Context: an optimization exercise on an open-source flow, tuned for small area. The choices shown serve that exercise and are no tape-out recipe.
RTL that was checked went through simulation tests only; none was proved equivalent to the original.
Function not checked in run 3: the RTL went through the layout flow alone.
No activity file was given, so power comes from the tool's default toggle rates.

### design.v
`timescale 1ns/1ps
package sadPkg;
        localparam int ApbAddrWidth = 8;
        localparam int ApbDataWidth = 32;
        localparam int FrameIndexWidth = 8;
        localparam int NumElems = 16;
        typedef logic [ApbAddrWidth-1:0] apbAddrT;
        typedef logic [ApbDataWidth-1:0] apbDataT;
        typedef logic [FrameIndexWidth-1:0] frameIndexT;
        typedef enum logic [1:0] {
                kindNone         = 2'd0,
                kindFrameLoad    = 2'd1,
                kindFrameCompute = 2'd2,
                kindWindowLoad   = 2'd3
        } loadKindT;
        localparam apbAddrT AddrCmd = 8'h00;
        localparam apbAddrT AddrElem = 8'h04;
        localparam apbAddrT AddrCount = 8'h08;
        localparam apbAddrT AddrLast = 8'h0C;
        localparam apbAddrT AddrBest = 8'h10;
        localparam apbAddrT AddrBestIdx = 8'h14;
endpackage
`timescale 1ns/1ps
module sadApbControl #(
        parameter int ElemWidth = 8
) (
        input  logic Clk,
        input  logic rst,
        input  logic psel,
        input  logic penable,
        input  logic pwrite,
        input  sadPkg::apbAddrT paddr,
        input  sadPkg::apbDataT pwdata,
        output sadPkg::apbDataT prdata,
        input  logic [ElemWidth+3:0] lastSad,
        input  logic [ElemWidth+3:0] bestSad,
        input  sadPkg::frameIndexT bestIdx,
        input  sadPkg::frameIndexT resultCount,
        output logic elemTransfer,
        output logic elemWrite,
        output logic windowLoad,
        output logic computeStart,
        output logic countWrite,
        output logic [3:0] stagePtr
);
        logic wrEn;
        logic cmdWrite;
        assign wrEn = psel & penable & pwrite;
        assign elemTransfer = psel && pwrite && (paddr == sadPkg::AddrElem);
        assign cmdWrite = wrEn && (paddr == sadPkg::AddrCmd);
        assign elemWrite = elemTransfer && penable;
        assign countWrite = wrEn && (paddr == sadPkg::AddrCount);
        assign windowLoad = cmdWrite && (pwdata[1:0] == sadPkg::kindWindowLoad);
        assign computeStart = cmdWrite && (pwdata[1:0] == sadPkg::kindFrameCompute);
        always_ff @(posedge Clk) begin
                if (rst) begin
                        stagePtr <= '0;
                end else if (cmdWrite) begin
                        stagePtr <= '0;
                end else if (elemWrite) begin
                        stagePtr <= stagePtr + 1'b1;
                end
        end
        always_comb begin
                case (paddr)
                        sadPkg::AddrCount: prdata = sadPkg::ApbDataWidth'(resultCount);
                        sadPkg::AddrLast: prdata = sadPkg::ApbDataWidth'(lastSad);
                        sadPkg::AddrBest: prdata = sadPkg::ApbDataWidth'(bestSad);
                        sadPkg::AddrBestIdx: prdata = sadPkg::ApbDataWidth'(bestIdx);
                        default: prdata = '0;
                endcase
        end
endmodule
`timescale 1ns/1ps
module sadVectorCapture #(
        parameter int ElemWidth = 8
) (
        input  logic Clk,
        input  logic rst,
        input  logic elemTransfer,
        input  logic elemWrite,
        input  logic [3:0] stagePtr,
        input  logic [ElemWidth-1:0] elemData,
        input  logic windowLoad,
        input  logic [1:0] lane,
        output logic [ElemWidth-1:0] stageElem,
        output logic [ElemWidth-1:0] windowElem
);
        logic [ElemWidth-1:0] stageMem [16];
        logic [ElemWidth-1:0] windowMem [16];
        logic [1:0] phase;
        logic [ElemWidth-1:0] heldData;
        logic [1:0] heldAge;
        logic [3:0] heldPtr;
        logic [3:0] copyAge;
        logic copying;
        logic busWrite;
        logic heldWrite;
        logic [1:0] insLane;
        logic [ElemWidth-1:0] insData;
        always_ff @(posedge Clk) begin
                if (rst) begin
                        phase <= '0;
                end else begin
                        phase <= phase + 1'b1;
                end
        end
        always_ff @(posedge Clk) begin
                if (elemWrite) begin
                        heldData <= elemData;
                end
                heldAge <= {heldAge[0], elemWrite};
        end
        assign heldPtr = stagePtr - 1'b1;
        assign busWrite = elemTransfer && (stagePtr[1:0] == phase);
        assign heldWrite = (|heldAge) && (heldPtr[1:0] == phase);
        assign insLane = busWrite ? stagePtr[3:2] : heldPtr[3:2];
        assign insData = busWrite ? elemData : heldData;
        always_ff @(posedge Clk) begin
                copyAge <= {copyAge[2:0], windowLoad};
        end
        assign copying = |copyAge;
        always_ff @(posedge Clk) begin
                for (int j = 0; j < 3; j++) begin
                        for (int l = 0; l < 4; l++) begin
                                stageMem[4*j + l] <= stageMem[4*(j + 1) + l];
                                windowMem[4*j + l] <= windowMem[4*(j + 1) + l];
                        end
                end
                for (int l = 0; l < 4; l++) begin
                        if ((busWrite || heldWrite) && (insLane == l)) begin
                                stageMem[12 + l] <= insData;
                        end else begin
                                stageMem[12 + l] <= stageMem[l];
                        end
                        if (copying) begin
                                windowMem[12 + l] <= stageMem[l];
                        end else begin
                                windowMem[12 + l] <= windowMem[l];
                        end
                end
        end
        assign stageElem = stageMem[lane];
        assign windowElem = copying ? stageMem[lane] : windowMem[lane];
endmodule
`timescale 1ns/1ps
module sadDiffTree #(
        parameter int ElemWidth = 8
) (
        input  logic [ElemWidth-1:0] windowElem,
        input  logic [ElemWidth-1:0] stageElem,
        input  logic [ElemWidth+3:0] sumIn,
        output logic [ElemWidth+3:0] sumOut
);
        logic [ElemWidth-1:0] d;
        logic gt;
        logic [ElemWidth-1:0] mag;
        assign {gt, d} = {1'b0, windowElem} + {1'b0, ~stageElem};
        assign mag = d ^ {ElemWidth{~gt}};
        assign sumOut = sumIn + {4'd0, mag} + {{(ElemWidth+3){1'b0}}, gt};
endmodule
`timescale 1ns/1ps
module sadBestTracker #(
        parameter int ElemWidth = 8
) (
        input  logic Clk,
        input  logic rst,
        input  logic computeStart,
        input  logic clearBest,
        input  logic [ElemWidth+3:0] sumNext,
        output logic [1:0] lane,
        output logic [ElemWidth+3:0] lastSad,
        output logic [ElemWidth+3:0] bestSad,
        output sadPkg::frameIndexT bestIdx,
        output sadPkg::frameIndexT resultCount
);
        logic busy;
        logic [3:0] step;
        logic finish;
        always_ff @(posedge Clk) begin
                if (rst) begin
                        busy <= 1'b0;
                        finish <= 1'b0;
                end else begin
                        finish <= busy && (step == 4'd15);
                        if (computeStart) begin
                                busy <= 1'b1;
                        end else if (step == 4'd15) begin
                                busy <= 1'b0;
                        end
                end
        end
        always_ff @(posedge Clk) begin
                if (computeStart) begin
                        step <= '0;
                end else if (busy) begin
                        step <= step + 1'b1;
                end
        end
        assign lane = step[3:2];
        always_ff @(posedge Clk) begin
                if (rst) begin
                        lastSad <= '0;
                end else if (computeStart) begin
                        lastSad <= '0;
                end else if (busy) begin
                        lastSad <= sumNext;
                end
        end
        always_ff @(posedge Clk) begin
                if (rst) begin
                        bestSad <= '1;
                        bestIdx <= '0;
                        resultCount <= '0;
                end else if (clearBest) begin
                        bestSad <= '1;
                        bestIdx <= '0;
                        resultCount <= '0;
                end else if (finish) begin
                        resultCount <= resultCount + 1'b1;
                        if (lastSad < bestSad) begin
                                bestSad <= lastSad;
                                bestIdx <= resultCount;
                        end
                end
        end
endmodule
`timescale 1ns/1ps
module sadEngineTop #(
        parameter int ElemWidth = 8
) (
        input  logic Clk,
        input  logic rst,
        input  logic psel,
        input  logic penable,
        input  logic pwrite,
        input  sadPkg::apbAddrT paddr,
        input  sadPkg::apbDataT pwdata,
        output sadPkg::apbDataT prdata
);
        localparam int SumWidth = ElemWidth + 4;
        logic elemTransfer;
        logic elemWrite;
        logic windowLoad;
        logic computeStart;
        logic countWrite;
        logic [3:0] stagePtr;
        logic [1:0] lane;
        logic [ElemWidth-1:0] stageElem;
        logic [ElemWidth-1:0] windowElem;
        logic [SumWidth-1:0] sumNext;
        logic [SumWidth-1:0] lastSad;
        logic [SumWidth-1:0] bestSad;
        sadPkg::frameIndexT bestIdx;
        sadPkg::frameIndexT resultCount;
        sadApbControl #(.ElemWidth(ElemWidth)) uControl (
                .Clk(Clk), .rst(rst),
                .psel(psel), .penable(penable), .pwrite(pwrite),
                .paddr(paddr), .pwdata(pwdata), .prdata(prdata),
                .lastSad(lastSad), .bestSad(bestSad),
                .bestIdx(bestIdx), .resultCount(resultCount),
                .elemTransfer(elemTransfer), .elemWrite(elemWrite),
                .windowLoad(windowLoad), .computeStart(computeStart),
                .countWrite(countWrite), .stagePtr(stagePtr)
        );
        sadVectorCapture #(.ElemWidth(ElemWidth)) uCapture (
                .Clk(Clk), .rst(rst),
                .elemTransfer(elemTransfer), .elemWrite(elemWrite),
                .stagePtr(stagePtr), .elemData(pwdata[ElemWidth-1:0]),
                .windowLoad(windowLoad),
                .lane(lane), .stageElem(stageElem), .windowElem(windowElem)
        );
        sadDiffTree #(.ElemWidth(ElemWidth)) uDiffTree (
                .windowElem(windowElem), .stageElem(stageElem),
                .sumIn(lastSad), .sumOut(sumNext)
        );
        sadBestTracker #(.ElemWidth(ElemWidth)) uTracker (
                .Clk(Clk), .rst(rst),
                .computeStart(computeStart), .clearBest(countWrite),
                .sumNext(sumNext), .lane(lane),
                .lastSad(lastSad), .bestSad(bestSad),
                .bestIdx(bestIdx), .resultCount(resultCount)
        );
endmodule
### config.mk
export PLATFORM = sky130hd
export DESIGN_NAME = sadEngineTop
export DESIGN_NICKNAME = sadEngineTop
export VERILOG_FILES = /design/flow/design.v
export SDC_FILE = /design/flow/constraint.sdc
export NUM_CORES = 4
export LEC_CHECK = 0
export CAP_MARGIN = 20
export CORE_MARGIN = 2
export CORE_UTILIZATION = 65
export CTS_BUF_LIST = sky130_fd_sc_hd__clkbuf_16
export CTS_CLUSTER_DIAMETER = 120
export CTS_CLUSTER_SIZE = 30
export PLACE_DENSITY = 0.75
export SLEW_MARGIN = 20
### run.sh
#!/bin/bash
# synth_recipe.tcl (not shown) runs the flow's synth.tcl, then flattens the netlist and writes it again
# the make line also repeats each setting of config.mk as NAME=value (left out here)
make -C /OpenROAD-flow-scripts/flow DESIGN_CONFIG=/design/flow/config.mk WORK_HOME=/design/flow/orfs CLKGATE_MAP_FILE= SYNTH_SCRIPT=/design/flow/synth_recipe.tcl finish
### constraint.sdc
create_clock -name core_clock -period 5.0 [get_ports {Clk}]
set_input_delay 1.0000 -clock core_clock [delete_from_list [all_inputs] [get_ports {Clk}]]
set_output_delay 1.0000 -clock core_clock [all_outputs]
set_load 0.01 [all_outputs]
==> metrics.md, run 1 <==
| Metric | Value |
|---|---|
| Worst-Skew Late Latency | 490 ps |
| Antenna diodes | 0 |
| Syn Area/Cell | 12.4 um2 |
| Final Util | 72.1% |
| Ys async rst share | 0% |
| Vias in the first global route | 5873 |
| Total negative slack | 0 ps |
| Number of DRC markers in iteration 0 | 382 |
| Clk sinks | 322 |
| Fmax | 222 MHz |
| Port Buf Inserts | 32 |
| Core Area | about 16000 um2 |
| Largest net degree at the start of global routing | between 40 and 50 |
| Worst Hold Class | reg -> reg |
| Setup CP Type | reg -> reg |
| Final Cycle Share | 90.0% |
| Post-CTS Hold Buffers | 0 |
| Global-route wire length before repair | 29700 um |
| Status | finished clean |
| Die area | 17100 um2 |
| Layout cell share with drive strength beyond 1 | between 15 and 20% |
| Aggregate routed wire length | 18300 um |
| Max-slew violations | 0 |
| Cell taking the most area after synthesis | dfxtp_1 |
| Most frequent cell after synthesis | dfxtp_1 |
| Initial antenna violation count | 0 |
| Drt first pass iters | 5 |
| Slew HR | 46.0% |
| Max Cap Violations | 0 |
| CP max-delay cell | dfxtp_1 |
| Most used cell, CP | a21oi_1 |
| Width of the chip | between 100 and 150 um |
| Via count | 6043 |
| Area contributors post-synth | dfxtp_1 60%, mux2_2 7.8%, ha_1 3.7%, mux4_2 3.5%, nand2_1 2.4% |
| Via density | 5.53 |
| Static Leak | 4.66 nW |
| Setup Buffers After CTS | 0 |
| RePlAce Congestion | between 0.8 and 0.9 |
| Crit path DAT | 4920 ps |
| Cell Pwr Density | 345 nW/um2 |
| Antenna Nets Post-Route | 0 |
| Root Driver | clkbuf_16 |
| Worst path bufs/invs | 1 |
| Seq cells post-synth | 322 |
| Critical Path Fanout Max | 10 |
| DRC errors left | 0 |
| H-tree Lvls | 1 |
| Starting Density | 66.2% |
| Layout Nets | 949 |
| Crit path largest cell delay | about 760 ps |
| Dpl hpwl | 12400 um |
| Cell family with most CP delay | compound AO/OA/AOI/OAI gates |
| Gr usage total | between 20% and 30% |
| Die height | 131 um |
| Worst slew pin tran | 810 ps |
| TritonCTS Buffers | 14 |
| Routed WL per cell | 16.7 um |
| Final setup violation count | 0 |
| CTS tree | yes |
| Worst Setup End Kind | register |
| Required @ worst endpoint | 5420 ps |
| Hold Vio Cnt, Final | 0 |
| Synth warnings | 5 |
| Sequential share of the synthesized area | 62.5% |
| Startpoint class of the critical path | register |
| Post-synth cell types | 63 |
| CTS clk-pin slew, worst paths | 110 ps |
| RSZ-0062 raised after global routing | false |
| Clk buf depth | 3 |
| Most frequent cells after synthesis | 314 x dfxtp_1, 72 x mux2_2, 67 x nand2_1 |
| Cell count after synthesis | 840 |
| Period minus WS final | 4500 ps |
| Post-synthesis cell area | about 10000 um2 |
| Resized Gates After CTS | 0 |
| Layout Skew | around 21 ps |
| Remaining global-route overflow | 0 |
| Cells along the critical path | buf_4 -> mux4_2 -> nand2_1 -> o21ai_0 -> ha_1 -> a21o_1 -> a21oi_1 -> o21ai_0 -> o41ai_1 -> xnor2_1 -> ha_1 -> a21oi_1 -> o211a_1 -> or4_1 -> a21oi_1 |
| Most frequently used flop master after synthesis | dfxtp_1 |
| Synth-to-layout area growth | 9.02% |
| Top-Level Pins | 77 |
| VDD IR-drop max | 0.000342 V |
| Row count | 46 |
| Top cell type's share of synthesized area | 60.2% |
| Post-synth EDFFs | 8 |
==> where the power goes <==
group | internal [mW] | switching [mW] | leakage (nW)
clock network | 0.552 | 0.737 | 0.221
logic | 0.0236 | 0.0311 | 1.83
registers | 2.58 | 0.00344 | 2.60
==> routing by layer <==
| metal | wire length [um] | up-vias | GRT usage [%] |
|---|---|---|---|
| li1 | - | 2942 | - |
| met1 | 8460 | 2974 | 29.7 |
| met2 | 8970 | 105 | 38.1 |
| met3 | 593 | 22 | 3.18 |
| met4 | 246 | 0 | 4.76 |
| met5 | 0 | - | 0 |
==> registers in the layout, summed over array words and instances (netlist names) <==
name,cells
uCapture.copyAge,4
uCapture.heldAge,2
uCapture.heldData,8
uCapture.phase,2
uCapture.stageMem,128
uCapture.windowMem,128
uControl.stagePtr,4
uTracker.bestIdx,8
uTracker.bestSad,12
uTracker.busy,1
uTracker.finish,1
uTracker.lastSad,12
uTracker.resultCount,8
uTracker.step,4
==> placed cells by master, fill, tap and decap left out, types with 7 or more instances in the layout <==
cell type        instances
xnor2_1                 19
conb_1                  20
a222oi_1                 8
nand2_1                 67
inv_1                   33
clkdlybuf4s50_1         32
ha_1                    31
a31oi_1                  7
nor2_1                  45
o211ai_1                11
edfxtp_1                 8
nor3_1                   7
nand3_1                 16
a21oi_1                 13
xor2_1                  15
buf_4                    7
dfxtp_1                314
clkbuf_16               15
nand4_1                  9
a21o_1                   7
mux2_2                  72
mux4_2                  16
o21ai_0                 26
==> area by class of cell <==
type,count,area [um2]
Multi-Input combinational cell,465,3660
Clock buffer,15,375
Inverter,27,101
Clock inverter,7,31.3
Tap cell,216,270
Fill cell,1122,4390
Timing Repair Buffer,41,413
Sequential cell,322,6530
==> metrics by stage <==
stage               power [mW]  std cells  setup slack (ps)  hold WS (ps)  cell area [um2]
CTS                       3.95       1093               492           332            11400
floorplan                 2.68        859               623           310            10500
finish                    3.92       1093               500           328            11400
detailed placement        2.69       1071               555           312            11000
global route              4.06       1093               258           336            11400
global placement          2.69       1071               729           310            11000
==> kinds of logic (layout without fill, tap and decap cells) <==
| family | Yosys count | in the layout | synth area share, % |
|---|---|---|---|
| AOI/OAI and AO/OA | 106 | 106 | 7.06 |
| adders and majority gates | 33 | 33 | 4.10 |
| muxes | 94 | 94 | 11.8 |
| DFF | 322 | 322 | 62.5 |
| buffers and inverters | 72 | 90 | 3.36 |
| and+or+nand+nor | 178 | 178 | 8.25 |
| other | 1 | 20 | 0.0359 |
| xor gates and xnor gates | 34 | 34 | 2.85 |
==> path summary, 6_finish.rpt <==
kind | from | end | slack, ps | cells past startpoint
worst max-delay path | uTracker.step[2] | uTracker.lastSad[11] | 500 | 15
worst min-delay path | uCapture.windowMem[4][5] | uCapture.windowMem[0][5] | 330 | 0
worst max register to register | uTracker.step[2] | uTracker.lastSad[11] | 500 | 15
worst min register to register | uCapture.windowMem[4][5] | uCapture.windowMem[0][5] | 330 | 0
==> worst reg2reg max path: cells and delay by family (launching register included) <==
family | cells | cell delay [ps]
flip-flops | 1 | 760
XOR/XNOR | 1 | 180
AO/OA/AOI/OAI | 8 | 1570
AND/OR/NAND/NOR | 2 | 620
buffers and inverters | 1 | 280
adder cells (fa/ha/maj) | 2 | 740
multiplexers | 1 | 300
==> run 2, diff against run 1 <==
--- a/config.mk
+++ b/config.mk
@@ -7,9 +7,8 @@
 export LEC_CHECK = 0
 export CAP_MARGIN = 20
 export CORE_MARGIN = 2
-export CORE_UTILIZATION = 65
+export CORE_UTILIZATION = 40
 export CTS_BUF_LIST = sky130_fd_sc_hd__clkbuf_16
 export CTS_CLUSTER_DIAMETER = 120
 export CTS_CLUSTER_SIZE = 30
-export PLACE_DENSITY = 0.75
 export SLEW_MARGIN = 20
==> run 2 against run 1 <==
Effect of this change:
- worst setup slack got worse by 35 ps
- register-to-register slack got worse by 40 ps
- area after synthesis did not move
- non-clock buffer count fell by 3
- critical path type unchanged
- synthesized cell count did not move
==> metrics.md, run 2 <==
| Metric | Value |
|---|---|
| Most frequently used flop master after synthesis | dfxtp_1 |
| Static Leak | around 4.7 nW |
| Most frequent cells in the layout | 314 x dfxtp_1, 72 x mux2_2, 67 x nand2_1 |
| Die area | 27400 um2 |
| Aggregate routed wire length | ~18000 um |
| Number of DRC markers in iteration 0 | 278 |
| Remaining global-route overflow | 0 |
| Via count | 5775 |
| Seq cells post-synth | 322 |
| Reg2reg setup slack | 460 ps |
| Post-CTS Hold Buffers | 0 |
| Post-synthesis xor/xnor area fraction | 2.85% |
| Clk buf depth | 3 |
| Slew HR | roughly 46% |
| Clk sinks | 322 |
| Syn Area/Cell | 12.4 um2 |
| RePlAce Congestion | 0.775 |
| Antenna Nets Post-Route | 0 |
| Total power draw | 3.99 mW |
| Most frequent cells after synthesis | 314 x dfxtp_1, 72 x mux2_2, 67 x nand2_1 |
| Most frequent cell after synthesis | dfxtp_1 |
| Max Cap Violations | 0 |
| Compound-Gate Fraction of Synth Area | 7.06% |
| Gr usage total | a little over an eighth |
| Port Buf Inserts | 32 |
| Width of the chip | between 150 and 200 um |
| Antenna diodes | 0 |
| Cell count after synthesis | between 800 and 900 |
| Worst Hold Class | reg -> reg |
| Dpl hpwl | 11800 um |
| Post-synthesis simple-gate area fraction | 8.25% |
| VDD IR-drop max | 0.000254 V |
| Layout cell share with drive strength beyond 1 | 14.9% |
| Root Driver | clkbuf_16 |
| Top cell type's share of synthesized area | 60.2% |
| RSZ-0062 raised after global routing | false |
| Largest net degree at the start of global routing | 49 |
| Crit path DAT | between 4000 and 5000 ps |
| Synth warnings | 5 |
| Period minus WS final | roughly 4500 ps |
| Post-synthesis adder-cell area fraction | under 10% |
| Final Cycle Share | 90.7% |
| Cell taking the most area after synthesis | dfxtp_1 |
| Largest regs | uCapture.stageMem x128, uCapture.windowMem x128 |
| Fin cells | 1209 |
| Top-Level Pins | 77 |
| Resized Gates After CTS | 0 |
| Required @ worst endpoint | approximately 5400 ps |
| Hold Vio Cnt, Final | 0 |
| Starting Density | 40.4% |
| Post-synthesis cell area | 10400 um2 |
| Die height | around 170 um |
| Global-route wire length before repair | around 29000 um |
| Max-slew violations | 0 |
| Drt first pass iters | 7 |
| Layout Nets | 946 |
| Status | finished clean |
| CTS tree | yes |
| CTS clk-pin slew, worst paths | 120 ps |
| Worst Setup End Kind | register |
| Sequential share of the synthesized area | a little over three fifths |
| Synth-to-layout area growth | 10.6% |
| Vias in the first global route | between 5000 and 6000 |
| Routed WL per cell | 14.6 um |
| DRC errors left | 0 |
| Ys async rst share | 0% |
| Post-synth cell types | 63 |
| Area contributors post-synth | dfxtp_1 60%, mux2_2 7.8%, ha_1 3.7%, mux4_2 3.5%, nand2_1 2.4% |
| Worst-Skew Late Latency | roughly 500 ps |
| Largest family of logic cells by synthesized area | multiplexers |
| Setup CP Type | reg -> reg |
| Layout Skew | 16.4 ps |
| Row count | 59 |
| Critical Path Fanout Max | 17 |
| Worst slew pin tran | 813 ps |
| Final setup violation count | 0 |
| Final setup margin | about 460 ps |
| Core Area | 25800 um2 |
| Startpoint class of the critical path | register |
| H-tree Lvls | 1 |
| Fmax | approximately 220 MHz |
| Post-synth EDFFs | 8 |
| Worst slack, placed | 502 ps |
| Initial antenna violation count | 0 |
| Mux share of post-synthesis cell area | 11.8% |
| TritonCTS Buffers | 14 |
| Placed cell count | 1187 |
| Total negative slack | 0 ps |
| Final Util | 44.6% |
| Most common cell after layout, fill and taps aside | dfxtp_1 |
| Setup Buffers After CTS | 0 |
| Via density | between 4 and 5 |
| Cell Pwr Density | 346 nW/um2 |
[run 2: per-stage QoR]
stage / hold slack [ps] / area, um2
2_1_floorplan: 310 / 10500
3_3_place_gp: 310 / 11100
3_5_place_dp: 312 / 11100
4_1_cts: 333 / 11500
5_1_grt: 338 / 11500
6_report: 331 / 11500
[run 2: path summary, 6_finish.rpt]
kind                                          startpoint                  endpoint  depth (start not counted)
worst max-delay path                    uTracker.step[3]      uTracker.lastSad[11]                         16
worst min-delay path            uCapture.windowMem[7][6]  uCapture.windowMem[3][6]                          0
worst max register to register          uTracker.step[3]      uTracker.lastSad[11]                         16
worst min register to register  uCapture.windowMem[7][6]  uCapture.windowMem[3][6]                          0
[run 2: kinds of logic (layout without fill, tap and decap cells)]
kind of cell,count (synthesis),in the layout
flip-flops,322,322
AND/OR/NAND/NOR,178,178
AO/OA/AOI/OAI,106,106
multiplexers,94,94
buffers and inverters,72,87
XOR/XNOR,34,34
adder cells (fa/ha/maj),33,33
other,1,20
[run 2: where the power goes]
group          internal, mW  switching (mW)  total (mW)
Sequential             2.58         0.00272        2.58
Clock                 0.606           0.754        1.36
Combinational        0.0233          0.0310      0.0544
[run 2: layer usage]
layer  GRT usage [%]  vias to the layer above  part of all wire [%]  wire, um
met3            1.95                       18                   2.9       514
met5               0                        -                     0         0
met2            22.6                       62                    46      8110
met1            18.5                     2755                    50      8760
met4            2.98                        0                   1.6       276
li1                -                     2940                     -         -
[run 2: critical path, stage by stage, from the launching register on]
cell and delay [ps]:
dfxtp_1 410, buf_12 220, mux4_2 530, inv_1 150, o21ai_0 160, ha_1 370, a21o_1 200, a31o_2 220
nor2_2 370, xnor2_1 140, ha_1 370, and4b_1 210, a211oi_1 80, o21a_1 230, o211a_1 160, or4_1 500
a21oi_1 140
[run 2: layout make-up]
cell class / instances / area [um2]
multi-input cells: 465 / 3660
fillers: 2399 / 14300
flip-flops and latches: 322 / 6530
repair buffers: 38 / 390
inverters: 27 / 101
clock inverters: 7 / 65.1
clock buffers: 15 / 375
well taps: 335 / 419
==> run 3, diff against run 2 <==
--- a/design.v
+++ b/design.v
@@ -152,12 +152,28 @@
         input  logic [ElemWidth+3:0] sumIn,
         output logic [ElemWidth+3:0] sumOut
 );
+        logic [ElemWidth:0] c;
         logic [ElemWidth-1:0] d;
-        logic gt;
         logic [ElemWidth-1:0] mag;
-        assign {gt, d} = {1'b0, windowElem} + {1'b0, ~stageElem};
-        assign mag = d ^ {ElemWidth{~gt}};
-        assign sumOut = sumIn + {4'd0, mag} + {{(ElemWidth+3){1'b0}}, gt};
+        logic [ElemWidth+4:0] k;
+        always_comb begin
+                c[0] = 1'b0;
+                for (int i = 0; i < ElemWidth; i++) begin
+                        d[i] = windowElem[i] ^ ~stageElem[i] ^ c[i];
+                        c[i+1] = (windowElem[i] & ~stageElem[i]) | (c[i] & (windowElem[i] ^ ~stageElem[i]));
+                end
+                mag = d ^ {ElemWidth{~c[ElemWidth]}};
+                k[0] = c[ElemWidth];
+                for (int i = 0; i < ElemWidth + 4; i++) begin
+                        if (i < ElemWidth) begin
+                                sumOut[i] = sumIn[i] ^ mag[i] ^ k[i];
+                                k[i+1] = (sumIn[i] & mag[i]) | (k[i] & (sumIn[i] ^ mag[i]));
+                        end else begin
+                                sumOut[i] = sumIn[i] ^ k[i];
+                                k[i+1] = sumIn[i] & k[i];
+                        end
+                end
+        end
 endmodule
 `timescale 1ns/1ps
 module sadBestTracker #(
==> run 3 against run 2 <==
Effect of this change:
- sequential power about the same
- via count down 7.0%
- clock power down 5%
- power fell by 1.7%
- design area increased by 1.9%
- hold slack worse by 11 ps
- global-route usage increased by 0.14 points
- now fails the layout checks on negative setup slack
- largest power group unchanged
- critical path depth up 11
- register-to-register slack worse by 2400 ps
==> metrics.md, run 3 <==
| Metric | Value |
|---|---|
| Row count | 58 |
| Largest net degree at the start of global routing | 33 |
| Cell Pwr Density | 334 nW/um2 |
| Max Cap Violations | 0 |
| Via count | 5371 |
| Reg2reg setup slack | -1930 ps |
| Post-synthesis cell area | 10200 um2 |
| Most used cell, CP | fa_2 |
| CP max-delay cell | mux4_2 |
| Remaining global-route overflow | 0 |
| Global-route wire length before repair | 28600 um |
| Worst slew pin tran | about 1000 ps |
| Total negative slack | -11530 ps |
| Worst Setup End Kind | register |
| Sequential share of power | 65.7% |
| Clk sinks | 322 |
| Antenna diodes | 0 |
| Clk buf depth | 3 |
| Seq cells post-synth | around 320 |
| Period minus WS final | 6930 ps |
| Number of DRC markers in iteration 0 | 269 |
| Vias in the first global route | 5389 |
| CTS clk-pin slew, worst paths | 120 ps |
| Layout Skew | ~26 ps |
| Dpl hpwl | 12200 um |
| Initial antenna violation count | 0 |
| Aggregate routed wire length | approximately 18000 um |
| Required @ worst endpoint | about 5400 ps |
| Most common cell after layout, fill and taps aside | dfxtp_1 |
| Layout cell share with drive strength beyond 1 | 24.4% |
| Top-Level Pins | just under 80 |
| Area contributors post-synth | dfxtp_1 62%, mux2_2 8.0%, mux4_2 3.5%, fa_1 2.8%, mux2i_1 2.7% |
| Root Driver | clkbuf_16 |
| Syn Area/Cell | 13.3 um2 |
| Critical Path Fanout Max | 6 |
| Antenna Nets Post-Route | 0 |
| Worst slack, placed | -2030 ps |
| Top cell type's share of synthesized area | 61.7% |
| Startpoint class of the critical path | register |
| Core Area | 25100 um2 |
| Final setup margin | -1930 ps |
| Post-synth EDFFs | 8 |
| Fmax | 144 MHz |
| Post-CTS Hold Buffers | 0 |
| Hold Vio Cnt, Final | 0 |
| TritonCTS Buffers | 14 |
| Gr usage total | 13.6% |
| Static Leak | 4.74 nW |
| Die area | 26800 um2 |
| Setup CP Type | reg -> reg |
| Layout Nets | 930 |
| Width of the chip | around 160 um |
| Cell taking the most area after synthesis | dfxtp_1 |
| Routed WL per cell | between 10 and 15 um |
| NetSw | 0.773 mW |
| Starting Density | 40.6% |
| Worst Hold Class | reg -> reg |
| Crit path largest cell delay | 510 ps |
| VDD IR-drop max | 0.000270 V |
| Clock network power share | 32.8% |
| CTS tree | yes |
| DRC errors left | 0 |
| Most frequently used flop master after synthesis | dfxtp_1 |
| Die height | 164 um |
| Cell count after synthesis | between 700 and 800 |
| Combinational share of power | 1.4% |
| RePlAce Congestion | 0.777 |
| Via density | 4.53 |
| Most frequent cells in the layout | 313 x dfxtp_1, 72 x mux2_2, 65 x buf_4 |
| Status | failed layout checks |
| Internal power | 3.15 mW |
| Drt first pass iters | 4 |
| Crit path DAT | 7340 ps |
| RSZ-0062 raised after global routing | true |
| Post-synth cell types | 51 |
| Slew HR | 30.1% |
| Most frequent cells after synthesis | 314 x dfxtp_1, 72 x mux2_2, 58 x nor2_1 |
| Max-slew violations | 0 |
| Sequential share of the synthesized area | 64.0% |
| Largest regs | uCapture.stageMem x128, uCapture.windowMem x128 |
| Synth-to-layout area growth | 15.3% |
| Final Cycle Share | 139% |
| Most frequent cell after synthesis | dfxtp_1 |
| SO Viols | negative setup slack |
| Switching Fraction | 19.7% |
| Ys async rst share | 0% |
| Worst-Skew Late Latency | approximately 500 ps |
| Port Buf Inserts | 32 |
| Final setup violation count | 9 |
| H-tree Lvls | 1 |
| Synth warnings | 6 |
## run 3: cell types whose count changed after synthesis, moves of 10 or more
cell,change
fa_1,+12
a22oi_1,+16
nand3_1,-13
nand2_1,-36
ha_1,-12
mux2i_1,+21
a21oi_1,-10
nor2_1,+13
o211ai_1,-11
## run 3: kinds of logic after synthesis
logic type | synth area share [%]
xor+xnor | 2.15
other cells | 0.0368
simple gates | 6.05
fa+ha+maj | 5.08
mux | 14.1
buf+inv | 3.62
flops | 64.0
compound gates | 4.86
## run 3: final timing paths
| path | end | cells past startpoint | startpoint |
|---|---|---|---|
| hold / removal | uCapture.stageMem[0][7] | 0 | uCapture.stageMem[4][7] |
| setup reg to reg | uTracker.lastSad[11] | 27 | uTracker.step[2] |
| hold reg to reg | uCapture.stageMem[0][7] | 0 | uCapture.stageMem[4][7] |
| setup / recovery | uTracker.lastSad[11] | 27 | uTracker.step[2] |
## run 3: per-stage QoR
| step | utilization, % | power, mW | hold slack (ps) | area (um2) | cells |
|---|---|---|---|---|---|
| finish | 46.8 | 3.92 | 321 | 11800 | 1186 |
| global route | 46.8 | 4.08 | 332 | 11800 | 1186 |
| CTS | 46.7 | 3.98 | 325 | 11700 | 1185 |
| detailed placement | 45.0 | 2.70 | 312 | 11300 | 1165 |
| global placement | 45.0 | 2.69 | 310 | 11300 | 1165 |
| floorplan | - | 2.68 | 310 | 10400 | 784 |
## run 3: per-layer routing
layer	vias to the layer above	part of all wire, %	GRT usage (%)
met5	-	0	0
met4	0	1.2	2.75
met3	17	3.6	1.96
met2	84	47	22.6
met1	2548	49	18.9
li1	2722	-	-
## run 3: power groups by stage
stage	Combinational [mW]	Clock [mW]	Sequential (mW)
finish	0.0568	1.29	2.58
CTS	0.0571	1.34	2.58
global placement	0.0562	0	2.64
floorplan	0.0417	0	2.64
global route	0.0636	1.43	2.58
detailed placement	0.0569	0	2.64
## run 3: timing repair
item / CTS / global route
setup endpoints to repair: 9 / 10
pin swaps: 1 / 1
setup buffers: 0 / 1
gates resized for setup: 10 / 2
## run 3: layout make-up
class | instances | area, um2
multi-input combinational | 386 | 3480
clock inverter | 5 | 23.8
timing repair buffer | 98 | 820
tap | 330 | 413
clock buffer | 15 | 375
fill | 2290 | 13400
inverter | 30 | 113
sequential | 322 | 6530
## run 3: worst max-delay path: cells and delay by family, from the launching register on
family	cells	cell delay, ps
adder cells (fa/ha/maj)	18	5310
multiplexers	1	510
flip-flops	1	410
XOR/XNOR	2	250
AND/OR/NAND/NOR	3	190
buffers and inverters	2	130
AO/OA/AOI/OAI	1	50
==> run 4, diff against run 3 <==
--- a/design.v
+++ b/design.v
@@ -152,28 +152,12 @@
         input  logic [ElemWidth+3:0] sumIn,
         output logic [ElemWidth+3:0] sumOut
 );
-        logic [ElemWidth:0] c;
         logic [ElemWidth-1:0] d;
+        logic gt;
         logic [ElemWidth-1:0] mag;
-        logic [ElemWidth+4:0] k;
-        always_comb begin
-                c[0] = 1'b0;
-                for (int i = 0; i < ElemWidth; i++) begin
-                        d[i] = windowElem[i] ^ ~stageElem[i] ^ c[i];
-                        c[i+1] = (windowElem[i] & ~stageElem[i]) | (c[i] & (windowElem[i] ^ ~stageElem[i]));
-                end
-                mag = d ^ {ElemWidth{~c[ElemWidth]}};
-                k[0] = c[ElemWidth];
-                for (int i = 0; i < ElemWidth + 4; i++) begin
-                        if (i < ElemWidth) begin
-                                sumOut[i] = sumIn[i] ^ mag[i] ^ k[i];
-                                k[i+1] = (sumIn[i] & mag[i]) | (k[i] & (sumIn[i] ^ mag[i]));
-                        end else begin
-                                sumOut[i] = sumIn[i] ^ k[i];
-                                k[i+1] = sumIn[i] & k[i];
-                        end
-                end
-        end
+        assign {gt, d} = {1'b0, windowElem} + {1'b0, ~stageElem};
+        assign mag = d ^ {ElemWidth{~gt}};
+        assign sumOut = sumIn + {4'd0, mag} + {{(ElemWidth+3){1'b0}}, gt};
 endmodule
 `timescale 1ns/1ps
 module sadBestTracker #(
==> flow/run.sh (new file) <==
#!/bin/bash
# Own layout flow: the standard flow, with the synthesis's ABC technology
# mapping run on flow/abc.script instead of ORFS's speed script. Everything
# else (registers, flattening, renaming, floorplan to finish) is the standard.
# Each step's full output goes to a log file of its own in the work folder.
set -euo pipefail
W=$PWD

# The standard synthesis script, with the abc command taking our mapping script
{
  cat <<EOT
proc abc {args} {
  set i [lsearch -exact \$args -script]
  if {\$i >= 0} { set args [lreplace \$args \$i [expr {\$i + 1}] -script $W/flow/abc.script] }
  yosys abc {*}\$args
}
EOT
  cat "$W/synth_recipe.tcl"
} > "$W/flow_synth.tcl"

make -C "$FLOW_HOME" DESIGN_CONFIG="$W/config.mk" WORK_HOME="$W/orfs" CLKGATE_MAP_FILE= \
  SYNTH_SCRIPT="$W/flow_synth.tcl" synth > "$W/synth.log" 2>&1

# Floorplan to finish as the standard flow does it; writes out/final.def
bash "$W/standard.sh" > "$W/layout.log" 2>&1
==> flow/abc.script (new file) <==
strash
dch
map -a
topo
stime -c
==> standard.sh (new file) <==
#!/bin/bash
# synth_recipe.tcl (not shown) runs the flow's synth.tcl, then flattens the netlist and writes it again
# the make line also repeats each setting of config.mk as NAME=value (left out here)
make -C /OpenROAD-flow-scripts/flow DESIGN_CONFIG=/design/flow/config.mk WORK_HOME=/design/flow/orfs CLKGATE_MAP_FILE= SYNTH_SCRIPT=/design/flow/synth_recipe.tcl "${@:-finish}"
removed: run.sh
==> run 4 against run 3 <==
Effect of this change:
- the run now finishes clean
- critical endpoint is now uTracker.lastSad[10]
- worst setup slack improved by 2600 ps
- critical path depth fell by 3
- highest routed layer unchanged
- core utilization fell by 1.5 points
- largest power group unchanged
- global-route usage rose by 0.91 points
- power rose by 0.64%
==> metrics.md, run 4 <==
| Metric | Value |
|---|---|
| Status | finished clean |
| Resized Gates After CTS | 0 |
| Layout Skew | 17.8 ps |
| Sequential share of the synthesized area | 64.8% |
| CTS tree | yes |
| Post-synth cell types | 33 |
| Cell taking the most area after synthesis | dfxtp_1 |
| Fin cells | ~1400 |
| Root Driver | clkbuf_16 |
| Startpoint class of the critical path | register |
| Initial antenna violation count | 0 |
| Die height | approximately 160 um |
| H-tree Lvls | 1 |
| Width of the chip | 163 um |
| Static Leak | 4.37 nW |
| RSZ-0062 raised after global routing | false |
| Starting Density | 40.3% |
| Post-CTS Hold Buffers | 0 |
| Drt first pass iters | 4 |
| Final setup violation count | 0 |
| Synth-to-layout area growth | 12.3% |
| Remaining global-route overflow | 0 |
| Die area | 26500 um2 |
| Top-Level Pins | 77 |
| Layout Nets | around 1100 |
| R2r endpoint | uTracker.lastSad[10] |
| Most frequent cell after synthesis | dfxtp_1 |
| Dpl hpwl | around 13000 um |
| DRC errors left | 0 |
| TritonCTS Buffers | 14 |
| Crit path capture | uTracker.lastSad[10] |
| CTS clk-pin slew, worst paths | between 100 and 150 ps |
| Via density | between 4 and 5 |
| Area contributors post-synth | dfxtp_1 62%, o21ai_0 5.6%, clkinv_1 4.1%, nand2_1 4.1%, ha_1 3.9% |
| Vias in the first global route | 6063 |
| Setup Buffers After CTS | 0 |
| Port Buf Inserts | 32 |
| Gr usage total | 14.5% |
| Via count | 6394 |
| Cell count after synthesis | just under 1000 |
| Slew HR | between 30% and 40% |
| Aggregate routed wire length | ~19000 um |
| Worst Hold Class | reg -> reg |
| Layout cell share with drive strength beyond 1 | under 10% |
| Most frequent cells in the layout | 313 x dfxtp_1, 110 x o21ai_0, 109 x nand2_1 |
| Crit path DAT | 4760 ps |
| Hold Vio Cnt, Final | 0 |
| Top cell type's share of synthesized area | 62.4% |
| Ys async rst share | 0% |
| Most common cell after layout, fill and taps aside | dfxtp_1 |
| Cell Pwr Density | 349 nW/um2 |
| Post-synth EDFFs | 8 |
| Largest net degree at the start of global routing | 75 |
| Max-slew violations | 0 |
| Reg2reg setup slack | 660 ps |
| Synth warnings | 5 |
| Largest regs | uCapture.stageMem x128, uCapture.windowMem x128 |
| Core Area | ~25000 um2 |
| Syn Area/Cell | 10.3 um2 |
| Global-route wire length before repair | 30700 um |
| Final Util | between 40% and 50% |
| Antenna diodes | 0 |
| Placed cell count | 1350 |
| R2R cell count | 24 |
| VDD IR-drop max | 0.000275 V |
| RePlAce Congestion | 0.771 |
| Seq cells post-synth | 322 |
| Clk buf depth | 3 |
| Most frequent cells after synthesis | 314 x dfxtp_1, 113 x o21ai_0, 110 x clkinv_1 |
| Critical Path Fanout Max | 74 |
| Setup CP Type | reg -> reg |
| Total negative slack | 0 ps |
| Worst-Skew Late Latency | around 500 ps |
| Max Cap Violations | 0 |
| Worst setup startpoint | uCapture.copyAge[2] |
| Worst slew pin tran | 945 ps |
| Most frequently used flop master after synthesis | dfxtp_1 |
| Period minus WS final | 4340 ps |
| Clk sinks | approximately 320 |
| Reg2Reg Launch Point | uCapture.copyAge[2] |
| Number of DRC markers in iteration 0 | 358 |
| Final Cycle Share | between 80 and 90% |
| Antenna Nets Post-Route | 0 |
| Hold WS | 331 ps |
| Worst Setup End Kind | register |
| Row count | 58 |
| Routed WL per cell | 13.6 um |
| Fmax | 230 MHz |
| Required @ worst endpoint | between 5000 and 6000 ps |
| Post-synthesis cell area | 10100 um2 |
[run 4: cell types whose count changed after synthesis, moves of 30 or more]
cell,before,now
mux2_2,72,6
clkinv_1,0,110
nand2_1,31,109
inv_1,30,0
a21oi_1,4,64
o21ai_0,17,113
[run 4: per-layer routing]
metal	vias up	GRT usage, %	share of wire, %
li1	3358	-	-
met1	2945	20.3	51
met2	64	23.6	44
met3	27	2.14	2.7
met4	0	3.94	2.2
met5	-	0	0
[run 4: kinds of logic (layout without fill, tap and decap cells)]
group / count (synthesis) / in the layout / share of synthesized area, %
flip-flops: 322 / 322 / 64.8
buffers and inverters: 130 / 178 / 5.59
multiplexers: 6 / 6 / 0.671
AND/OR/NAND/NOR: 220 / 220 / 9.10
other: 1 / 20 / 0.0372
AO/OA/AOI/OAI: 236 / 236 / 13.3
XOR/XNOR: 26 / 26 / 2.26
adder cells (fa/ha/maj): 33 / 33 / 4.25
[run 4: worst max-delay path, stage by stage, from the launching register on]
cell and delay, ps:
dfxtp_2 340, nor4_4 320, buf_12 310, nand3_1 130, a31oi_1 300, a21oi_1 80, ha_1 400, nand3_2 90
and2_4 170, clkinv_2 40, nand4_1 120, nand3_4 180, nor2_1 50, a21oi_1 180, clkinv_1 110, fa_2 370
o21ai_2 190, nand3_1 90, nand2_1 100, a21oi_1 70, o21ai_1 170, nand3_1 110, clkinv_2 90, a21oi_1 50
a211oi_1 150
[run 4: cell type report]
| cell class | count | area, um2 |
|---|---|---|
| clock inverters | 7 | 43.8 |
| flip-flops and latches | 322 | 6530 |
| inverters | 110 | 415 |
| fillers | 2384 | 13700 |
| well taps | 330 | 413 |
| multi-input cells | 541 | 3110 |
| clock buffers | 14 | 350 |
| repair buffers | 47 | 445 |
[run 4: report_power, final]
group	internal (mW)	switching [mW]	total [mW]	leakage [nW]
logic	0.0358	0.0501	0.0859	1.54
registers	2.59	0.00454	2.59	2.62
clock network	0.525	0.749	1.27	0.211
[run 4: worst min path at each step]
stage / endpoint / slack (ps) / cells past startpoint / from
after floorplan: uCapture.stageMem[0][0] / 310 / 0 / uCapture.stageMem[4][0]
after global placement: uCapture.stageMem[7][5] / 310 / 0 / uCapture.stageMem[11][5]
after detailed placement: uCapture.stageMem[10][3] / 310 / 0 / uCapture.stageMem[14][3]
after CTS: uCapture.windowMem[11][0] / 330 / 0 / uCapture.windowMem[15][0]
after global routing: uCapture.stageMem[11][3] / 340 / 0 / uCapture.stageMem[15][3]
final: uCapture.windowMem[7][5] / 330 / 0 / uCapture.windowMem[11][5]
[run 4: metrics by stage]
step           power, mW  instance area, um2  setup WS (ps)
6_report            3.95               11300            659
2_1_floorplan       2.71               10200           -339
4_1_cts             4.00               11300            396
5_1_grt             4.10               11300            251
3_3_place_gp        2.73               10900            534
3_5_place_dp        2.73               10900            457
==> run 5, diff against run 4 <==
==> flow/abc.script (replaced) <==
strash
dch -f
amap
topo
stime -c
==> run 5 against run 4 <==
Effect of this change:
- critical path type unchanged
- die area down 2.4%
- hold slack got worse by 7.8 ps
- non-clock buffer count grew 30
- largest cell class unchanged
- area after synthesis down 2.4%
- clock skew is essentially flat
- combinational power rose by about 10%
- core utilization rose by 1.4 points
- still clean on timing, DRC and antenna
- first-iteration DRC count rose by 41%
- critical endpoint unchanged
- synthesized cell count fell by 15%
- cell count fell by 9.1%
==> metrics.md, run 5 <==
| Metric | Value |
|---|---|
| Max-slew violations | 0 |
| Worst Hold Class | reg -> reg |
| Post-synthesis xor/xnor area fraction | 0% |
| VDD IR-drop max | 0.000296 V |
| Most used cell, CP | nor2_1 |
| Number of DRC markers in iteration 0 | 506 |
| Critical Path Fanout Max | 4 |
| DRC errors left | 0 |
| Filler cell count | 2250 |
| Area after DPL | 10800 um2 |
| Synth warnings | 5 |
| Worst-Skew Late Latency | 500 ps |
| Setup CP Type | reg -> reg |
| Die height | 161 um |
| H-tree Lvls | 1 |
| Core Area | 24200 um2 |
| Worst path bufs/invs | 4 |
| Row count | 57 |
| Fmax | 211 MHz |
| Syn Area/Cell | 11.9 um2 |
| Static Leak | 4.34 nW |
| Required @ worst endpoint | 5420 ps |
| Most common cell after layout, fill and taps aside | dfxtp_1 |
| Gr usage total | about 15% |
| Starting Density | 40.5% |
| Width of the chip | between 150 and 200 um |
| Crit path largest cell delay | 470 ps |
| Ys async rst share | 0% |
| Drt first pass iters | 5 |
| Mux share of post-synthesis cell area | 0% |
| Area contributors post-synth | dfxtp_1 64%, o22a_1 5.3%, ha_1 3.9%, clkinv_1 2.9%, nor2_1 2.9% |
| Via count | 6191 |
| Hold Vio Cnt, Final | 0 |
| Startpoint class of the critical path | register |
| Layout cell share with drive strength beyond 1 | about a tenth |
| Post-synthesis simple-gate area fraction | 5.83% |
| Final setup margin | 261 ps |
| Most frequent cells in the layout | 311 x dfxtp_1, 70 x nor2_1, 67 x clkinv_1 |
| Most frequent cell after synthesis | dfxtp_1 |
| TritonCTS Buffers | 14 |
| Final Cycle Share | 94.8% |
| RePlAce Congestion | 0.811 |
| Remaining global-route overflow | 0 |
| Worst Setup End Kind | register |
| Period minus WS final | 4740 ps |
| Total negative slack | 0 ps |
| Post-synth cell types | 42 |
| Aggregate routed wire length | 19300 um |
| Post-synth EDFFs | 8 |
| Top cell type's share of synthesized area | 64.0% |
| Final setup violation count | 0 |
| Cell count after synthesis | 828 |
| Layout Skew | 17.6 ps |
| CTS clk-pin slew, worst paths | 110 ps |
| Seq cells post-synth | 322 |
| Worst slew pin tran | 695 ps |
| Dpl hpwl | 13600 um |
| Fin cells | 1246 |
| Antenna Nets Post-Route | 0 |
| Die area | 25800 um2 |
| Top-Level Pins | 77 |
| CP max-delay cell | a222oi_1 |
| Slew HR | 52.5% |
| Final Cell Area | 11300 um2 |
| Vias in the first global route | 5944 |
| Hold WS | around 320 ps |
| Global-route wire length before repair | 31100 um |
| Cell family with most CP delay | compound AO/OA/AOI/OAI gates |
| Clk sinks | ~320 |
| Total power draw | 3.94 mW |
| Largest regs | uCapture.stageMem x128, uCapture.windowMem x128 |
| Post-synthesis adder-cell area fraction | 4.36% |
| Cell taking the most area after synthesis | dfxtp_1 |
| Final Util | a little under half |
| Largest family of logic cells by synthesized area | compound AO/OA/AOI/OAI gates |
| Initial antenna violation count | 0 |
| Placed cell count | 1223 |
| Root Driver | clkbuf_16 |
| Port Buf Inserts | 32 |
| Worst slack, placed | 53.9 ps |
| Layout Nets | approximately 1000 |
| Sequential share of the synthesized area | between 60% and 70% |
| Routed WL per cell | 15.5 um |
| Crit path DAT | a little over 5000 ps |
| Max Cap Violations | 0 |
| Status | finished clean |
| Post-synthesis cell area | 9820 um2 |
| Antenna diodes | 0 |
| Synth-to-layout area growth | 15.3% |
| Most frequent cells after synthesis | 314 x dfxtp_1, 76 x clkinv_1, 75 x nor2_1 |
| CTS tree | yes |
| Clk buf depth | 3 |
| Largest net degree at the start of global routing | 32 |
| Compound-Gate Fraction of Synth Area | 18.9% |
| Via density | between 4 and 5 |
| Cell Pwr Density | 348 nW/um2 |
| Most frequently used flop master after synthesis | dfxtp_1 |
==> run 5: cell count changes after synthesis, moves of 22 or more <==
cell      delta
nand3_1     -25
a21oi_1     -22
o22a_1      +59
o21ai_0     -96
nand2_1     -82
clkinv_1    -34
==> run 5: report_power, final <==
group / internal, mW / total (mW) / switching, mW
clock: 0.521 / 1.26 / 0.739
sequential: 2.59 / 2.59 / 0.00520
combinational: 0.0414 / 0.0945 / 0.0531
==> run 5: per-layer routing <==
metal | GRT usage (%) | vias to the layer above | wire [um]
li1 | - | 3151 | -
met1 | 21.2 | 2886 | 9380
met2 | 24.2 | 121 | 8690
met3 | 1.96 | 33 | 788
met4 | 4.26 | 0 | 398
met5 | 0 | - | 0
==> run 5: what timing repair did <==
| action | 4_1_cts | 5_1_grt |
|---|---|---|
| resized for setup | 0 | 32 |
| endpoints found under the setup margin | 0 | 5 |
| hold buffers | 0 | 0 |
| buffers inserted | 0 | 5 |
==> run 5: logic make-up after synthesis <==
| family | after synthesis |
|---|---|
| flip-flops | 322 |
| AO/OA/AOI/OAI | 242 |
| AND/OR/NAND/NOR | 134 |
| buffers and inverters | 96 |
| adder cells (fa/ha/maj) | 33 |
| other | 1 |
==> run 5: cell type report <==
class	count	area [um2]	area share, %
Sequential cell	322	6530	57.7
Timing Repair Buffer	77	658	5.81
Inverter	76	295	2.61
Clock inverter	4	32.5	0.287
Multi-Input combinational cell	429	3050	27.0
Clock buffer	14	350	3.09
Tap cell	324	405	3.58
==> run 5: worst paths after layout <==
path                                  start                         to  slack (ps)  cells after the start
setup / recovery           uTracker.step[3]       uTracker.lastSad[10]         260                     25
hold / removal    uCapture.windowMem[15][7]  uCapture.windowMem[11][7]         320                      0
setup reg to reg           uTracker.step[3]       uTracker.lastSad[10]         260                     25
hold reg to reg   uCapture.windowMem[15][7]  uCapture.windowMem[11][7]         320                      0
==> run 5: worst reg2reg max path, cell delays in order (launching register included) <==
cell and delay, ps:
dfxtp_4 370, inv_4 70, nor2_2 70, a222oi_1 480, a21boi_1 340, o22ai_1 110
ha_2 210, fa_2 400, a311oi_2 330, inv_2 90, a31oi_4 230, clkinv_4 80
o21ai_4 140, clkinv_2 80, fa_2 420, nor2_4 100, nor2_1 50, nor2_1 80
nor2_1 70, o31ai_2 210, a21oi_1 100, nor2_1 120, o21ai_2 70, nor2_1 140
nand2_1 80, a221oi_2 230
==> run 6, diff against run 5 <==
==> flow/abc.script (replaced) <==
strash
balance
rewrite
refactor
balance
rewrite
rewrite -z
balance
refactor -z
rewrite -z
balance
dch -f
amap
topo
stime -c
==> run 6 against run 5 <==
Effect of this change:
- sequential share of layout area increased by 0.22 points
- worst setup slack improved by 130 ps
- non-clock buffer count decreased by 5
- core utilization decreased by 0.080 points
- die area decreased by 0.34%
- clock skew increased by 7.5 ps
- critical path depth decreased by 18
- cell count increased by 0.32%
- clock power about the same
- maximum frequency increased by 2.9%
- combinational power decreased by 1%
- largest cell class unchanged
==> metrics.md, run 6 <==
| Metric | Value |
|---|---|
| Via density | 4.98 |
| Drt first pass iters | 5 |
| Post-synth EDFFs | 8 |
| Hold EP | uCapture.stageMem[0][4] |
| CTS clk-pin slew, worst paths | ~110 ps |
| Most frequently used flop master after synthesis | dfxtp_1 |
| CTS tree | yes |
| Startpoint class of the critical path | input pin |
| Ys async rst share | 0% |
| Worst Hold Class | reg -> reg |
| Final Cell Area | 11300 um2 |
| Final Cycle Share | 92.1% |
| Post-synthesis cell area | 9790 um2 |
| Clk buf depth | 3 |
| Worst Setup End Kind | primary output |
| Fmax | between 200 and 250 MHz |
| Most frequent cells in the layout | 313 x dfxtp_1, 74 x nor2_1, 64 x clkinv_1, 64 x o22a_1, 44 x a21oi_1 |
| Core Area | 24200 um2 |
| Post-synthesis simple-gate area fraction | 5.80% |
| Worst setup startpoint | paddr[5] |
| Status | finished clean |
| Final setup margin | 393 ps |
| Slew HR | 53.6% |
| Fin cells | 1250 |
| Post-synthesis adder-cell area fraction | 4.37% |
| Sequential share of the synthesized area | 66.7% |
| Cell Pwr Density | 351 nW/um2 |
| Area after DPL | 10800 um2 |
| Top cell type's share of synthesized area | ~64% |
| Placed cell count | roughly 1200 |
| Reg2reg setup slack | 410 ps |
| Final Util | 46.6% |
| R2R cell count | 28 |
| Via count | 6223 |
| Number of DRC markers in iteration 0 | 436 |
| Die height | roughly 160 um |
| Synth warnings | 5 |
| Total power draw | 3.96 mW |
| Cell taking the most area after synthesis | dfxtp_1 |
| Seq cells post-synth | 322 |
| Gr usage total | 14.5% |
| Area contributors post-synth | dfxtp_1 64%, o22a_1 5.7%, ha_1 4.0%, nor2_1 2.9%, clkinv_1 2.7% |
| Root Driver | clkbuf_16 |
| Dpl hpwl | 12900 um |
| Setup CP Type | in -> out |
| TritonCTS Buffers | 14 |
| Post-synth cell types | 37 |
| Starting Density | roughly two fifths |
| Die area | 25700 um2 |
| Syn Area/Cell | 11.7 um2 |
| VDD IR-drop max | 0.000309 V |
| Remaining global-route overflow | 0 |
| Hold Vio Cnt, Final | 0 |
| DRC errors left | 0 |
| Global-route wire length before repair | 30100 um |
| Initial antenna violation count | 0 |
| Cell count after synthesis | 836 |
| Worst slack, placed | 153 ps |
| Max Cap Violations | 0 |
| Vias in the first global route | between 5000 and 6000 |
| Antenna Nets Post-Route | 0 |
| H-tree Lvls | 1 |
| Worst slew pin tran | 696 ps |
| Most common cell after layout, fill and taps aside | dfxtp_1 |
| Period minus WS final | 4610 ps |
| Required @ worst endpoint | 4000 ps |
| R2r endpoint | uTracker.lastSad[10] |
| Crit path DAT | 3610 ps |
| Layout Skew | 25.1 ps |
| Compound-Gate Fraction of Synth Area | a little under a fifth |
| Clk sinks | approximately 320 |
| Worst-Skew Late Latency | around 500 ps |
| Most frequent cell after synthesis | dfxtp_1 |
| Largest family of logic cells by synthesized area | compound AO/OA/AOI/OAI gates |
| Layout cell share with drive strength beyond 1 | under 10% |
| Post-CTS Hold Buffers | 0 |
| Worst Min Path Start | uCapture.stageMem[4][4] |
| Mux share of post-synthesis cell area | 0% |
| Row count | 57 |
| Worst Hold Depth | 0 |
| Critical Path Fanout Max | 9 |
| Antenna diodes | 0 |
| Aggregate routed wire length | 18700 um |
| Post-synthesis xor/xnor area fraction | 0% |
| Port Buf Inserts | 32 |
| RePlAce Congestion | 0.765 |
| Largest regs | uCapture.stageMem x128, uCapture.windowMem x128 |
| Final setup violation count | 0 |
| Reg2Reg Launch Point | uTracker.step[2] |
| Most frequent cells after synthesis | 314 x dfxtp_1, 75 x nor2_1, 70 x clkinv_1 |
| Static Leak | 4.35 nW |
| Width of the chip | 160 um |
| Routed WL per cell | 15.0 um |
| Synth-to-layout area growth | 15.2% |
| Largest net degree at the start of global routing | 32 |
| Max-slew violations | 0 |
| Top-Level Pins | 77 |
| Layout Nets | 1001 |
| Filler cell count | around 2300 |
[run 6: cell count changes after synthesis, sizes merged, moves of 9 or more]
cell	delta
a21oi	+10
o221a	-10
o21ai	+20
a22oi	-11
o221ai	-9
[run 6: final cells by class]
type	count	area [um2]	share of cell area, %
sequential	322	6530	57.9
multi-input combinational	443	3040	27.0
timing repair buffer	72	646	5.73
tap	324	405	3.60
clock buffer	14	350	3.11
inverter	70	268	2.37
clock inverter	5	36.3	0.322
[run 6: logic make-up after synthesis]
group | after synthesis
AOI/OAI and AO/OA | 257
buffers and inverters | 90
DFF | 322
other | 1
and+or+nand+nor | 133
adders and majority gates | 33
[run 6: timing repair]
item / CTS / global route
endpoints found under the setup margin: 0 / 7
resized for setup: 0 / 11
buffers inserted: 0 / 2
[run 6: report_power, final]
part | switching [mW] | total, mW | leakage [nW] | internal (mW)
sequential | 0.00527 | 2.59 | 2.60 | 2.59
clock | 0.756 | 1.28 | 0.200 | 0.523
combinational | 0.0514 | 0.0933 | 1.54 | 0.0419
[run 6: metal layers]
layer	up-vias	routed length (um)	track usage (%)	part of all wire, %
li1	3161	-	-	-
met1	2955	9470	20.2	51
met2	82	8300	23.6	44
met3	25	513	1.99	2.7
met4	0	419	4.59	2.2
met5	-	0	0	0
[run 6: worst max-delay path, cell delays in order]
cell,delay [ps]
clkdlybuf4s50_1,390
or3_1,380
or2_0,250
or3b_1,370
or2_0,360
o21ai_0,280
clkdlybuf4s50_1,580
[run 6: worst max path at each step]
stage | endpoint | slack, ps
after CTS | uTracker.lastSad[10] | 110
after global placement | uTracker.lastSad[10] | 200
after global routing | uTracker.lastSad[10] | -20
final | prdata[0] | 390
after floorplan | uTracker.lastSad[10] | -480
after detailed placement | uTracker.lastSad[10] | 150
[run 6: metrics by stage]
step,hold WS [ps],setup TNS (ps)
3_5_place_dp,312,0
6_report,318,0
2_1_floorplan,310,-2450
4_1_cts,321,0
3_3_place_gp,310,0
5_1_grt,316,-18.5
==> run 7, diff against run 6 <==
--- a/flow/run.sh
+++ b/flow/run.sh
@@ -21,5 +21,7 @@
 make -C "$FLOW_HOME" DESIGN_CONFIG="$W/config.mk" WORK_HOME="$W/orfs" CLKGATE_MAP_FILE= \
   SYNTH_SCRIPT="$W/flow_synth.tcl" synth > "$W/synth.log" 2>&1
 
-# Floorplan to finish as the standard flow does it; writes out/final.def
+# Floorplan to finish as the standard flow does it; writes out/final.def.
+# Clock tree: the standard clustering, without dummy loads.
+export CTS_ARGS="-sink_clustering_enable -repair_clock_nets -sink_clustering_size 30 -sink_clustering_max_diameter 120 -buf_list sky130_fd_sc_hd__clkbuf_16 -dont_use_dummy_load"
 bash "$W/standard.sh" > "$W/layout.log" 2>&1
==> run 7 against run 6 <==
Effect of this change:
- first-iteration DRC count fell by 4.4%
- sequential cell count did not move
- worst setup slack got worse by 10 ps
- synthesized cell count did not move
- via count rose by 0.39%
- register-to-register slack got worse by 30 ps
- sequential power barely moved
==> metrics.md, run 7 <==
| Metric | Value |
|---|---|
| Worst Setup End Kind | register |
| Synth warnings | 5 |
| Cell count after synthesis | 836 |
| Critical Path Fanout Max | 11 |
| Static Leak | 4.32 nW |
| CTS clk-pin slew, worst paths | 120 ps |
| Drt first pass iters | 5 |
| Width of the chip | 160 um |
| Most frequently used flop master after synthesis | dfxtp_1 |
| Compound-Gate Fraction of Synth Area | 18.9% |
| Gr usage total | about 15% |
| Synth-to-layout area growth | 14.8% |
| Final setup violation count | 0 |
| Post-synth cell types | 37 |
| Antenna diodes | 0 |
| Total negative slack | 0 ps |
| Die area | around 26000 um2 |
| Most frequent cells after synthesis | 314 x dfxtp_1, 75 x nor2_1, 70 x clkinv_1 |
| Status | finished clean |
| Post-synthesis cell area | between 9000 and 10000 um2 |
| RePlAce Congestion | around 0.77 |
| Antenna Nets Post-Route | 0 |
| Routed WL per cell | between 10 and 15 um |
| Worst-Skew Late Latency | slightly above 500 ps |
| Most frequent cells in the layout | 313 x dfxtp_1, 74 x nor2_1, 64 x clkinv_1, 64 x o22a_1, 44 x a21oi_1 |
| Starting Density | 40.5% |
| Top-Level Pins | 77 |
| Most common cell after layout, fill and taps aside | dfxtp_1 |
| Number of DRC markers in iteration 0 | 417 |
| FF/Latch Area | 6530 um2 |
| Period minus WS final | 4620 ps |
| Cell taking the most area after synthesis | dfxtp_1 |
| Final Cell Area | 11200 um2 |
| Required @ worst endpoint | 5410 ps |
| Largest regs | uCapture.stageMem x128, uCapture.windowMem x128 |
| Core Area | between 20000 and 25000 um2 |
| Largest family of logic cells by synthesized area | compound AO/OA/AOI/OAI gates |
| Setup CP Type | reg -> reg |
| CP max-delay cell | a222oi_1 |
| Post-synthesis simple-gate area fraction | 5.80% |
| Worst slew pin tran | 696 ps |
| Slew HR | 53.6% |
| Initial antenna violation count | 0 |
| H-tree Lvls | 1 |
| Most frequent cell after synthesis | dfxtp_1 |
| Mux share of post-synthesis cell area | 0% |
| Clock network power share | 31.5% |
| Most used cell, CP | nor2_1 |
| Top cell type's share of synthesized area | 64.2% |
| CTS tree | yes |
| Vias in the first global route | 5933 |
| Die height | 160 um |
| Via count | 6247 |
| Area after DPL | about 11000 um2 |
| NetSw | 0.785 mW |
| VDD IR-drop max | 0.000309 V |
| Via density | 5.02 |
| Switching Fraction | 20.0% |
| Sequential share of the synthesized area | between 60% and 70% |
| Layout Nets | 1001 |
| Final Cycle Share | 92.3% |
| Area contributors post-synth | dfxtp_1 64%, o22a_1 5.7%, ha_1 4.0%, nor2_1 2.9%, clkinv_1 2.7% |
| Root Driver | clkbuf_16 |
| Max Cap Violations | 0 |
| Row count | 57 |
| Filler cell count | 2263 |
| Post-synthesis adder-cell area fraction | 4.37% |
| Aggregate routed wire length | ~19000 um |
| Startpoint class of the critical path | register |
| Crit path DAT | between 5000 and 6000 ps |
| Largest net degree at the start of global routing | 31 |
| Hold Vio Cnt, Final | 0 |
| Post-synth EDFFs | 8 |
| Global-route wire length before repair | 30100 um |
| DRC errors left | 0 |
| Dpl hpwl | roughly 13000 um |
| Multi-input logic area | 3040 um2 |
| Internal power | approximately 3.1 mW |
| Remaining global-route overflow | 0 |
| Fmax | between 200 and 250 MHz |
| Clk sinks | 322 |
| Combinational share of power | 2.4% |
| Syn Area/Cell | 11.7 um2 |
| Sequential share of power | 66.1% |
| Worst Hold Class | reg -> reg |
| TritonCTS Buffers | 14 |
| Clk buf depth | 3 |
| Max-slew violations | 0 |
| Crit path largest cell delay | roughly 440 ps |
| Post-synthesis xor/xnor area fraction | 0% |
| Post-CTS Hold Buffers | 0 |
| Layout Skew | 47.1 ps |
| Port Buf Inserts | 32 |
| Seq cells post-synth | about 320 |
| Layout cell share with drive strength beyond 1 | 8.58% |
| Ys async rst share | 0% |
| Cell Pwr Density | 349 nW/um2 |
run 7: final cells by class:
type                            instances  share of cell area, %
Inverter                               70                   2.38
Multi-Input combinational cell        443                   27.1
Timing Repair Buffer                   72                   5.74
Sequential cell                       322                   58.1
Clock buffer                           14                   3.12
Tap cell                              324                   3.61
run 7: worst paths after layout:
check | slack [ps] | startpoint | to | cells past startpoint
worst max-delay path | 380 | uTracker.step[2] | uTracker.lastSad[10] | 29
worst min-delay path | 310 | uCapture.stageMem[4][4] | uCapture.stageMem[0][4] | 0
worst max register to register | 380 | uTracker.step[2] | uTracker.lastSad[10] | 29
worst min register to register | 310 | uCapture.stageMem[4][4] | uCapture.stageMem[0][4] | 0
run 7: power groups by stage:
stage / sequential [mW] / combinational (mW) / clock [mW]
after floorplan: 2.65 / 0.0649 / 0
after global placement: 2.65 / 0.0916 / 0
after detailed placement: 2.65 / 0.0926 / 0
after CTS: 2.59 / 0.0928 / 1.28
after global routing: 2.59 / 0.105 / 1.37
final: 2.59 / 0.0936 / 1.24
run 7: logic make-up after synthesis:
family | count (synthesis)
flip-flops | 322
AO/OA/AOI/OAI | 257
AND/OR/NAND/NOR | 133
buffers and inverters | 90
adder cells (fa/ha/maj) | 33
other | 1
run 7: routing by layer:
layer / vias up / part of all wire, % / GRT usage [%]
met4: 0 / 2.7 / 4.67
met3: 29 / 3.5 / 1.91
met1: 2947 / 50 / 20.2
li1: 3160 / - / -
met5: - / 0 / 0
met2: 111 / 44 / 23.6
run 7: worst max-delay path: cells and delay by family, from the launching register on:
family / cells / cell delay [ps]
AOI/OAI and AO/OA: 11 / 1910
adders and majority gates: 2 / 680
buffers and inverters: 7 / 850
DFF: 1 / 340
and+or+nand+nor: 9 / 780
run 7: timing repair:
item	in CTS	in global routing
resized for setup	0	11
endpoints found under the setup margin	0	7
buffers inserted	0	2
run 7: stage by stage:
step,util (%),power [mW],instances,setup slack (ps),hold WS (ps)
after CTS,46.3,3.97,1243,108,307
final,46.5,3.92,1245,383,310
after detailed placement,44.8,2.74,1229,153,312
after floorplan,-,2.71,855,-480,310
after global routing,46.5,4.07,1245,-18.5,304
after global placement,44.8,2.74,1229,201,310

[static timing again, ports no longer ideal]
How much do the figures lean on ideal ports? The routed layouts below were timed once more, with nothing changed but the port constraints. Step 1 (the two cells are an assumption about what drives the block):
set clk [get_ports {Clk}]
set_driving_cell -lib_cell sky130_fd_sc_hd__clkbuf_16 $clk
set_driving_cell -lib_cell sky130_fd_sc_hd__buf_2 [delete_from_list [all_inputs] $clk]
Step 2 also shifts input and output timing later by t, the mid clock arrival at the registers, as if the neighbouring blocks saw the same clock. a / b / c = no drivers / after step 1 / after step 2; a / b = the first two.
| run | t, ns | setup slack, ns | latest minus earliest clock arrival (ns) |
|---|---|---|---|
| run 1 | 0.524 | 0.500 / 0.500 / 0.500 | 0.022 / 0.022 |
| run 2 | 0.540 | 0.465 / 0.465 / 0.465 | 0.016 / 0.016 |
| run 3 | 0.528 | -1.932 / -1.932 / -1.932 | 0.032 / 0.032 |
| run 4 | 0.542 | 0.659 / 0.659 / 0.659 | 0.020 / 0.020 |
| run 5 | 0.536 | 0.261 / 0.261 / 0.261 | 0.026 / 0.025 |
| run 6 | 0.542 | 0.393 / 0.368 / 0.368 | 0.026 / 0.025 |
| run 7 | 0.529 | 0.383 / 0.368 / 0.368 | 0.048 / 0.048 |
For run 6, which loses most, drivers alone change the setup slack by -0.025 ns; drivers and shift together by -0.025 ns.
